This design comes from an exercise in tuning for small area and few clock cycles on the open sky130 flow, not from production work. Function was checked by simulation only, so behaviour that the tests miss may differ from the original. Power is estimated from default activity; no workload was simulated. The clock port is modelled as an ideal driver; clocking choices that lean on that would not hold on a real chip.

## the reference run
## wall_run_extractor
module wall_run_extractor
#(
  parameter int MAX_WIDTH = 256
) (
  input  logic             clk,
  input  logic             rst_n,
  input  logic             in_valid,
  output logic             in_ready,
  input  logic             in_is_wall,
  output logic             out_valid,
  input  logic             out_ready,
  output logic             out_is_vertical,
  output logic [REG_W-1:0] out_rect_x,
  output logic [REG_W-1:0] out_rect_y,
  output logic [REG_W-1:0] out_rect_width,
  output logic [REG_W-1:0] out_rect_height,
  output logic             out_last,
  input  logic             cfg_we,
  input  logic [0:0]       cfg_index,
  input  logic [REG_W-1:0] cfg_wdata
);
  logic [CW-1:0]    w_m1_r, h_m1_r;
  logic [CW-1:0]    cfg_m1;
  logic [CW-1:0]    col_r, row_r;
  logic             row0_r;
  logic [CW-1:0]    rrun_r;
  logic             accept, last_col, last_row, wall;
  logic [CW-1:0]    dp_r, dw_r;
  logic             hv_r, wbv_r;
  logic [CW-1:0]    hold_r, wb_r;
  logic             at_p, at_w, have_old;
  logic             ring_we;
  logic [TAP_W-1:0] ring_wtap;
  logic [CW-1:0]    ring_wdata, ring_rdata;
  logic [CW-1:0]    dp_dec, dw_dec;
  logic [CW-1:0]    v_old, v_new;
  logic [REG_W-1:0] h_len, v_len;
  logic             h_emit, v_emit;
  logic             room;
  assign cfg_m1 = (cfg_wdata == '0) ? '0 :
                  cfg_wdata[REG_W-1] ? {CW{1'b1}} : CW'(cfg_wdata - 9'd1);
  always_ff @(posedge clk) begin
    if (!rst_n) begin
      w_m1_r <= CW'(31);
      h_m1_r <= CW'(31);
  ...
For scale: roughly 2200 flip-flops, about 0.053 sq mm of cells after synthesis.
clock: 5.5 ns
lec_check: 0
cap_margin: 20
core_margin: 2
core_utilization: 40
slew_margin: 20
run.sh (not shown) runs the stock make flow with config.mk's settings and CLKGATE_MAP_FILE= SYNTH_SCRIPT=/design/flow/synth_recipe.tcl, a recipe that flattens the netlist after the stock synthesis.
No crash in the reference run: every stage finished, but the layout fails its final checks due to setup timing.
Testbench counts of the reference run, summed over its fixed seeds: cycles 300,970.
[inputs] the trial run vs the reference run
- CTS_BUF_LIST newly set to sky130_fd_sc_hd__clkbuf_8 sky130_fd_sc_hd__clkbuf_4
- CTS_CLUSTER_SIZE newly set to 30
- CORE_UTILIZATION changed from 40 to 55
## What came out
The top routing layer in use comes out met4 in one run and met5 in the other, namely in the trial run and the reference run respectively.
The trial run against the reference run: fraction of area in non-clock buffers comparable, pre-CTS worst setup slack now smaller, worst setup slack now smaller, biggest cell delay along the critical path comparable.
Complete run, failing final checks: the trial run, reason setup timing.


wall_run_extractor, a different RTL version from the one above (not shown whole).
Size: roughly 3100 cells after synthesis, about 2200 flip-flops.
==> flow/config.mk <==
export PLATFORM = sky130hd
export DESIGN_NAME = wall_run_extractor
export DESIGN_NICKNAME = wall_run_extractor
export VERILOG_FILES = /design/flow/design.v
export SDC_FILE = /design/flow/constraint.sdc
export NUM_CORES = 4
export LEC_CHECK = 0
export CAP_MARGIN = 20
export CORE_MARGIN = 2
export CORE_UTILIZATION = 40
export SLEW_MARGIN = 20
==> flow/constraint.sdc <==
create_clock -name core_clock -period 5.5 [get_ports {clk}]
set_input_delay 1.1000 -clock core_clock [delete_from_list [all_inputs] [get_ports {clk}]]
set_output_delay 1.1000 -clock core_clock [all_outputs]
set_load 0.01 [all_outputs]
Testbench counts at the start, summed over its fixed seeds: cycles 303,477.
Then changed:
- CTS_BUF_LIST: unset -> sky130_fd_sc_hd__clkbuf_16
- CTS_CLUSTER_DIAMETER: unset -> 80
- CTS_CLUSTER_SIZE: unset -> 30
The new run produced a clean layout.
Area after synthesis stays the same.
Core utilization fell by 3.5 points.
Via count came out lower by 4.0%.
Register-to-register slack improved by 0.02 ns.


run A:
Another version of the RTL of wall_run_extractor (not shown whole).
Size: about 2,200 flip-flops, roughly 56 I/O pins.
Settings: LEC_CHECK=0, ABC_AREA=1, CAP_MARGIN=20, CORE_MARGIN=2, CORE_UTILIZATION=60, SLEW_MARGIN=20; clock period 5.5 ns.
standard.sh (not shown) runs the stock make flow with config.mk's settings and CLKGATE_MAP_FILE= SYNTH_SCRIPT=/design/flow/synth_recipe.tcl, a recipe that flattens the netlist after the stock synthesis.
==> flow/flow/run.sh <==
#!/bin/bash
# The standard layout (standard.sh) with two changes: the clock tree is built
# from clkbuf_8 buffers (clkbuf_16 at the root) driving clusters of up to 20
# flip-flops, without dummy loads; and the port buffers are buf_1 cells.
# CORE_UTILIZATION comes from config.mk. standard.sh's output goes to
# standard.log, each ORFS step's to orfs/logs/
set -euo pipefail
export CTS_ARGS="-sink_clustering_enable -repair_clock_nets -dont_use_dummy_load -buf_list sky130_fd_sc_hd__clkbuf_8 -root_buf sky130_fd_sc_hd__clkbuf_16 -sink_clustering_size 20 -sink_clustering_max_diameter 60"
export BUFFER_PORTS_ARGS="-buffer_cell sky130_fd_sc_hd__buf_1"
bash standard.sh > standard.log 2>&1
Testbench counts of run A, summed over its fixed seeds: cycles 298,801.
Relative to run A, the following input files were edited for run B:
- CORE_UTILIZATION now 40, was 60
- ABC_AREA no longer set, was 1
diff --git a/flow/flow/run.sh b/flow/flow/run.sh
--- a/flow/flow/run.sh
+++ b/flow/flow/run.sh
@@ -4,4 +4,3 @@
 # flip-flops, without dummy loads; and the port buffers are buf_1 cells.
-# CORE_UTILIZATION comes from config.mk. standard.sh's output goes to
-# standard.log, each ORFS step's to orfs/logs/
+# standard.sh's output goes to standard.log, each ORFS step's to orfs/logs/.
 set -euo pipefail
Notes after the runs:
Going from run A to run B, maximum number of pins on one net before global-route repair shows a reduction of about 23%, layout overhead on the synthesized area shows an increase of 1.5 points, power share of the clock group shows a reduction of 0.5 points.
Re cell count after synthesis: run B is 4.4% down on run A.
Looking at fmax across both flows, run B is the weaker of the two, with run A ahead.
Run B and run A ended up with roughly the same adder-cell share of the synthesized area.
In run B, the signal arrival time at the worst endpoint came out 0.83 ns above the value in run A.
The higher simple-gate share of the synthesized area of run B and run A is in run A.
Met2 capacity usage during global routing: run B vs run A down 9.7 points
diff inputs: run B => run C
- swapping 40 for 60 in CORE_UTILIZATION
Notes after the runs:
Re clock skew: run B and run C aren't equal, and the lower value belongs to run B. Met1 global-route usage, run B and run C: larger value in run C. On number of nets in the finished design, run B and run C are basically level. When the final numbers for run B and run C were put side by side, the area of the die turned out to be smaller in run C.
Here is what was changed in the inputs of run D compared with run C.
diff --git a/flow/flow/run.sh b/flow/flow/run.sh
--- a/flow/flow/run.sh
+++ b/flow/flow/run.sh
@@ -4,3 +4,4 @@
 # flip-flops, without dummy loads; and the port buffers are buf_1 cells.
-# standard.sh's output goes to standard.log, each ORFS step's to orfs/logs/.
+# CORE_UTILIZATION comes from config.mk. standard.sh's output goes to
+# standard.log, each ORFS step's to orfs/logs/
 set -euo pipefail
[summary]
Largest buffer count on any clock path came out exactly the same in run C and run D.
Post-layout minimum cycle time came out exactly the same in run C and run D.
Comparing run D against run C, there is no change at all in number of slew-limit violations in the final report.
Input-level comparison between run E and run D:
- CORE_UTILIZATION now 70, was 60
diff --git a/flow/flow/run.sh b/flow/flow/run.sh
--- a/flow/flow/run.sh
+++ b/flow/flow/run.sh
@@ -4,4 +4,3 @@
 # flip-flops, without dummy loads; and the port buffers are buf_1 cells.
-# CORE_UTILIZATION comes from config.mk. standard.sh's output goes to
-# standard.log, each ORFS step's to orfs/logs/
+# standard.sh's output goes to standard.log, each ORFS step's to orfs/logs/.
 set -euo pipefail
### Flow results
[run E] routed wire length rose about 19% relative to run D. Between run D and run E, the difference in leakage power figure is negligible. As of run E, maximum frequency from static timing analysis had risen by a few percent compared to run D. Run E against run D: area of all placed cells without fillers now sits at about the same level; cell-internal power neither gained nor lost much; combinational group power increased about 2%.


== build 71 ==
The RTL this note starts from:
==> flow/design.v <==
package wre_pkg;
  localparam int REG_W = 9;                    
  localparam int CW    = 8;                    
  localparam int TAP_W = 1;                    
endpackage
module wre_ram #(
  parameter int WIDTH = 8
) (
  input  logic             clk,
  input  logic [7:0]       len_m1,
  input  logic             we,
  input  logic             wtap,
  input  logic [WIDTH-1:0] wdata,
  input  logic             rtap,
  output logic [WIDTH-1:0] rdata
);
  localparam int BL = 128;
  logic             nblk;
  logic [6:0]       nfine;
  logic [WIDTH-1:0] head_r;
  logic [WIDTH-1:0] fine_in;
  logic [WIDTH-1:0] ftap [8];
  logic [WIDTH-1:0] blk_r [BL];
  assign nblk  = len_m1[7];
  assign nfine = len_m1[6:0];
  assign fine_in = (we && !wtap) ? wdata : head_r;
  assign ftap[7] = fine_in;
  for (genvar k = 6; k >= 0; k--) begin : g_fine
    localparam int LEN = 1 << k;
    logic [WIDTH-1:0] st_r [LEN];
    always_ff @(posedge clk) begin
      st_r[0] <= ftap[k+1];
      for (int i = 1; i < LEN; i++) st_r[i] <= st_r[i-1];
    end
    assign ftap[k] = nfine[k] ? st_r[LEN-1] : ftap[k+1];
  end
  always_ff @(posedge clk) begin
    blk_r[0] <= ftap[0];
    blk_r[1] <= (we && wtap) ? wdata : blk_r[0];
    for (int k = 2; k < BL; k++) blk_r[k] <= blk_r[k-1];
  end
  always_ff @(posedge clk) begin
    head_r <= nblk ? blk_r[BL-1] : ftap[0];
  end
  assign rdata = rtap ? blk_r[0] : head_r;
endmodule
import wre_pkg::*;
module wre_out_fifo
(
  input  logic             clk,
  input  logic             rst_n,
  input  logic             load,       
  input  logic             h_emit,
  input  logic             v_emit,
  input  logic             wall,
  input  logic [CW-1:0]    col,
  input  logic [CW-1:0]    row,
  input  logic [REG_W-1:0] h_len,
  input  logic [REG_W-1:0] v_len,
  output logic             room,       
  output logic             out_valid,
  input  logic             out_ready,
  output logic             out_is_vertical,
  output logic [REG_W-1:0] out_rect_x,
  output logic [REG_W-1:0] out_rect_y,
  output logic [REG_W-1:0] out_rect_width,
  output logic [REG_W-1:0] out_rect_height,
  output logic             out_last
);
  localparam int EW = 4 + 2 * CW + REG_W;
  logic          v0_r, v1_r;
  logic [EW-1:0] e0_r, e1_r;
  logic [EW-1:0] first, second;
  logic          pop, two;
  logic          put0, put1;
  assign pop = v0_r && out_ready;
  assign two = h_emit && v_emit;
  always_comb begin
    if (!v0_r || (!v1_r && pop)) room = 1'b1;
    else if (!v1_r || pop)       room = !two;
    else                         room = !(h_emit || v_emit);
  end
  assign first  = {!h_emit, !two, !h_emit || wall, h_emit || wall, col, row,
                   h_emit ? h_len : v_len};
  assign second = {1'b1, 1'b1, 1'b1, wall, col, row, v_len};
  assign put0 = load && (h_emit || v_emit) && (!v0_r || (pop && !v1_r));
  assign put1 = load && (h_emit || v_emit) && !put0;
  always_ff @(posedge clk) begin
    if (!rst_n) begin
      v0_r <= 1'b0;
      v1_r <= 1'b0;
    end else begin
      v0_r <= put0 || (v0_r && !pop) || v1_r;
      v1_r <= (put0 && two) || put1 || (v1_r && !pop);
    end
  end
  always_ff @(posedge clk) begin
    if (put0)             e0_r <= first;
    else if (pop && v1_r) e0_r <= e1_r;
    if (put0)             e1_r <= second;
    else if (put1)        e1_r <= first;
  end
  assign out_valid       = v0_r;
  assign out_is_vertical = e0_r[EW-1];
  assign out_last        = e0_r[EW-2];
  assign out_rect_x      = {1'b0, e0_r[REG_W+2*CW-1:REG_W+CW]} + REG_W'(e0_r[EW-3]);
  assign out_rect_y      = {1'b0, e0_r[REG_W+CW-1:REG_W]} + REG_W'(e0_r[EW-4]);
  assign out_rect_width  = e0_r[EW-1] ? REG_W'(1) : e0_r[REG_W-1:0];
  assign out_rect_height = e0_r[EW-1] ? e0_r[REG_W-1:0] : REG_W'(1);
endmodule
import wre_pkg::*;
module wall_run_extractor
#(
  parameter int MAX_WIDTH = 256
) (
  input  logic             clk,
  input  logic             rst_n,
  input  logic             in_valid,
  output logic             in_ready,
  input  logic             in_is_wall,
  output logic             out_valid,
  input  logic             out_ready,
  output logic             out_is_vertical,
  output logic [REG_W-1:0] out_rect_x,
  output logic [REG_W-1:0] out_rect_y,
  output logic [REG_W-1:0] out_rect_width,
  output logic [REG_W-1:0] out_rect_height,
  output logic             out_last,
  input  logic             cfg_we,
  input  logic [0:0]       cfg_index,
  input  logic [REG_W-1:0] cfg_wdata
);
  logic [CW-1:0]    w_m1_r, h_m1_r;
  logic [CW-1:0]    cfg_m1;
  logic [CW-1:0]    col_r, row_r;
  logic             row0_r;
  logic [CW-1:0]    rrun_r;
  logic             accept, last_col, last_row, wall;
  logic [CW-1:0]    dp_r;
  logic             hv_r, wbv_r;
  logic [CW-1:0]    hold_r, wb_r;
  logic             at_p, at_w, have_old;
  logic             ring_we;
  logic [TAP_W-1:0] ring_wtap;
  logic [CW-1:0]    ring_wdata, ring_rdata;
  logic [CW-1:0]    dp_dec;
  logic [CW-1:0]    v_old, v_new;
  logic [REG_W-1:0] h_len, v_len;
  logic             h_emit, v_emit;
  logic             room;
  assign cfg_m1 = (cfg_wdata == '0) ? '0 :
                  cfg_wdata[REG_W-1] ? {CW{1'b1}} : CW'(cfg_wdata - 9'd1);
  always_ff @(posedge clk) begin
    if (!rst_n) begin
      w_m1_r <= CW'(31);
      h_m1_r <= CW'(31);
    end else if (cfg_we) begin
      if (cfg_index == 1'b0) w_m1_r <= cfg_m1;
      else                   h_m1_r <= cfg_m1;
    end
  end
  assign at_p     = (dp_r[6:0] == 7'd0);
  assign dp_dec   = (dp_r == '0) ? w_m1_r : dp_r - CW'(1);
  assign at_w     = (dp_dec[6:0] == 7'd0);
  assign have_old = row0_r || hv_r || at_p;
  assign ring_we    = wbv_r ? at_w : at_p;
  assign ring_wtap  = wbv_r ? dp_dec[7] : dp_r[7];
  assign ring_wdata = wbv_r ? wb_r : accept ? v_new : ring_rdata;
  wre_ram #(
    .WIDTH (CW)
  ) u_col_ring (
    .clk    (clk),
    .len_m1 (w_m1_r),
    .we     (ring_we),
    .wtap   (ring_wtap),
    .wdata  (ring_wdata),
    .rtap   (dp_r[7]),
    .rdata  (ring_rdata)
  );
  assign in_ready = !wbv_r && have_old && room;
  assign accept   = in_valid && in_ready;
  assign wall     = in_is_wall;
  assign last_col = (col_r == w_m1_r);
  assign last_row = (row_r == h_m1_r);
  assign h_len  = {1'b0, rrun_r} + REG_W'(wall);
  assign h_emit = wall ? (last_col && (rrun_r[CW-1:1] != '0)) :
                         ((rrun_r[CW-1:2] != '0) || (rrun_r[1:0] == 2'd3));
  assign v_old  = row0_r ? '0 : hv_r ? hold_r : ring_rdata;
  assign v_len  = {1'b0, v_old} + REG_W'(wall);
  assign v_emit = wall ? (last_row && (v_old[CW-1:1] != '0)) :
                         ((v_old[CW-1:2] != '0) || (v_old[1:0] == 2'd3));
  assign v_new  = wall ? v_len[CW-1:0] : '0;
  always_ff @(posedge clk) begin
    if (!rst_n) begin
      col_r  <= '0;
      row_r  <= '0;
      row0_r <= 1'b1;
      rrun_r <= '0;
      dp_r   <= '0;
      hv_r   <= 1'b0;
      wbv_r  <= 1'b0;
    end else if (cfg_we) begin
      col_r  <= '0;
      row_r  <= '0;
      row0_r <= 1'b1;
      rrun_r <= '0;
      dp_r   <= '0;
      hv_r   <= 1'b0;
      wbv_r  <= 1'b0;
    end else begin
      if (accept) begin
        rrun_r <= (wall && !last_col) ? h_len[CW-1:0] : '0;
        if (last_col) begin
          col_r  <= '0;
          row_r  <= last_row ? '0 : row_r + CW'(1);
          row0_r <= last_row;
        end else begin
          col_r  <= col_r + CW'(1);
        end
        hv_r <= 1'b0;
      end else begin
        dp_r <= dp_dec;
        if (!hv_r && !row0_r && at_p) hv_r <= 1'b1;
      end
      if (accept && !at_p) begin
        wbv_r <= 1'b1;
      end else if (wbv_r && at_w) begin
        wbv_r <= 1'b0;
      end
    end
  end
  always_ff @(posedge clk) begin
    if (!hv_r && at_p) hold_r <= ring_rdata;
    if (accept && !at_p) wb_r <= v_new;
  end
  wre_out_fifo u_out (
    .clk             (clk),
    .rst_n           (rst_n),
    .load            (accept),
    .h_emit          (h_emit),
    .v_emit          (v_emit),
    .wall            (wall),
    .col             (col_r),
    .row             (row_r),
    .h_len           (h_len),
    .v_len           (v_len),
    .room            (room),
    .out_valid       (out_valid),
    .out_ready       (out_ready),
    .out_is_vertical (out_is_vertical),
    .out_rect_x      (out_rect_x),
    .out_rect_y      (out_rect_y),
    .out_rect_width  (out_rect_width),
    .out_rect_height (out_rect_height),
    .out_last        (out_last)
  );
endmodule
Settings: LEC_CHECK=0, CAP_MARGIN=20, CORE_MARGIN=2, CORE_UTILIZATION=65, CTS_BUF_LIST=sky130_fd_sc_hd__clkbuf_16, CTS_CLUSTER_DIAMETER=80, CTS_CLUSTER_SIZE=30, SLEW_MARGIN=20; clock period 5.5 ns.
run.sh (not shown) runs the stock make flow with config.mk's settings and CLKGATE_MAP_FILE= SYNTH_SCRIPT=/design/flow/synth_recipe.tcl, a recipe that flattens the netlist after the stock synthesis.
Stock flow here: none of the scripts above is used.
Both conditions hold for build 71: the flow ran to the end and the final layout passed the timing, design-rule and antenna checks.
Testbench counts of build 71, summed over its fixed seeds: cycles 298,801.
For build 84, these inputs were changed with respect to build 71:
- CORE_UTILIZATION: 65 -> 40
==> flow/flow/run.sh (new file) <==
#!/bin/bash
# The standard layout (standard.sh), with two changes: the clock tree is
# built from clkbuf_16 leaf buffers of up to 30 flip-flops without dummy
# loads, and the port buffers are buf_1 cells.
set -euo pipefail
export CTS_ARGS="-sink_clustering_enable -repair_clock_nets -dont_use_dummy_load -buf_list sky130_fd_sc_hd__clkbuf_16 -sink_clustering_size 30 -sink_clustering_max_diameter 80"
export BUFFER_PORTS_ARGS="-buffer_cell sky130_fd_sc_hd__buf_1"
bash standard.sh > standard.log 2>&1
==> flow/standard.sh (new file) <==
#!/bin/bash
# synth_recipe.tcl (not shown) runs the flow's synth.tcl, then flattens the netlist and writes it again
# the make line also repeats each setting of config.mk as NAME=value (left out here)
make -C /OpenROAD-flow-scripts/flow DESIGN_CONFIG=/design/flow/config.mk WORK_HOME=/design/flow/orfs CLKGATE_MAP_FILE= SYNTH_SCRIPT=/design/flow/synth_recipe.tcl "${@:-finish}"
removed: flow/run.sh
Results
Core utilization: build 84 < build 71. From build 84 to build 71, number of detailed-routing iterations run before antenna repair did not move at all. The run showing the greater post-detailed-route via-to-cell ratio is build 71. The run with more routed wire is build 71, not build 84. Non-clock buffer area fraction after layout: build 84 < build 71. Compared to build 71, build 84 has power per cell area 2.8% lower. Reported for build 71 and build 84, number of clock sinks seen by CTS turned out identical to the last digit. In build 84, the met1 track utilization from global routing came out 13 points below the value in build 71. Looking at maximum frequency, build 84 sits 0.00065 GHz lower than build 71 does. The higher post-placement cell count came out of build 84.
Here is what was changed in the inputs of build 53 compared with build 84.
==> flow/run.sh (new file) <==
#!/bin/bash
# synth_recipe.tcl (not shown) runs the flow's synth.tcl, then flattens the netlist and writes it again
# the make line also repeats each setting of config.mk as NAME=value (left out here)
make -C /OpenROAD-flow-scripts/flow DESIGN_CONFIG=/design/flow/config.mk WORK_HOME=/design/flow/orfs CLKGATE_MAP_FILE= SYNTH_SCRIPT=/design/flow/synth_recipe.tcl finish
removed: flow/flow/run.sh
removed: flow/standard.sh
### Flow results
Delta (build 53 minus build 84): pre-CTS setup slack lower, share of layout cells above drive strength 1 went up by 0.44 points, per-cell routed wire length shows a reduction of 0.26 um, count of non-CTS buffers in the layout now sits higher.
### build 53 -> build 56
==> flow/flow/run.sh (new file) <==
#!/bin/bash
# The standard layout (standard.sh), with two changes: the clock tree is
# built from clkbuf_16 leaf buffers of up to 30 flip-flops without dummy
# loads, and the port buffers are buf_1 cells.
set -euo pipefail
export CTS_ARGS="-sink_clustering_enable -repair_clock_nets -dont_use_dummy_load -buf_list sky130_fd_sc_hd__clkbuf_8 -root_buf sky130_fd_sc_hd__clkbuf_16 -sink_clustering_size 20 -sink_clustering_max_diameter 60"
export BUFFER_PORTS_ARGS="-buffer_cell sky130_fd_sc_hd__buf_1"
bash standard.sh > standard.log 2>&1
==> flow/standard.sh (new file) <==
#!/bin/bash
# synth_recipe.tcl (not shown) runs the flow's synth.tcl, then flattens the netlist and writes it again
# the make line also repeats each setting of config.mk as NAME=value (left out here)
make -C /OpenROAD-flow-scripts/flow DESIGN_CONFIG=/design/flow/config.mk WORK_HOME=/design/flow/orfs CLKGATE_MAP_FILE= SYNTH_SCRIPT=/design/flow/synth_recipe.tcl "${@:-finish}"
removed: flow/run.sh
Notes after the runs:
Cmp build 53 and build 56 / initial DRC count / higher: build 56. The relative slew slack reported for build 56 is greater than that of build 53 by 1.5 points. The clock power in build 56 was lower than what build 53 gave. Changes observed in build 56 relative to build 53: wire length of the first global-routing pass moved up, slack of the critical path picked up an extra 0.023 ns, post-route clock period utilization fell 0.42 points, clock insertion delay at the later pin of the skew report saw a decrease, via count has increased. Diff build 53 -> build 56: post-route core utilization -0.71 points; flip-flop and latch share of the layout cell area shows an increase of 1.3 points; number of non-filler instances in the completed layout grew by 20.

what the ideal ports hide:
In the flow no input, the clock included, has a driving cell. The finished layouts below were timed again as built, in two steps.
Step 1, drivers: a clkbuf_16 drives clk and a buf_2 each remaining input, both assumed.
Step 2 times the ports against the registers' clock, not the clock port: input delays grow and output delays shrink by t, the midpoint of the rising clock arrivals with the driver on.
Three values: ideal ports, drivers, drivers and shift; two values: the first two.
run	t (ns)	setup WS [ns]	worst data-port slew with drivers (ns)
the reference run	0.867	-0.229 / -0.304 / 0.204	0.06
the trial run	0.988	-0.410 / -0.474 / 0.014	0.05
the first run of note 2	0.829	0.490 / 0.423 / 0.793	0.06
the second run of note 2	0.740	0.167 / 0.099 / 0.638	0.05
run A	0.684	1.424 / 1.361 / 1.250	0.03
run B	0.713	0.593 / 0.535 / 0.767	0.08
run C	0.693	0.487 / 0.424 / 0.752	0.07
run D	0.693	0.487 / 0.424 / 0.752	0.07
run E	0.704	0.709 / 0.642 / 0.974	0.06
build 71	0.732	0.285 / 0.216 / 0.573	0.10
build 84	0.691	0.268 / 0.200 / 0.891	0.09
build 53	0.728	0.230 / 0.162 / 0.344	0.06
build 56	0.694	0.253 / 0.185 / 0.878	0.08
The setup slack of run A, which loses most, moves by -0.063 ns with the drivers and by -0.174 ns with both steps.
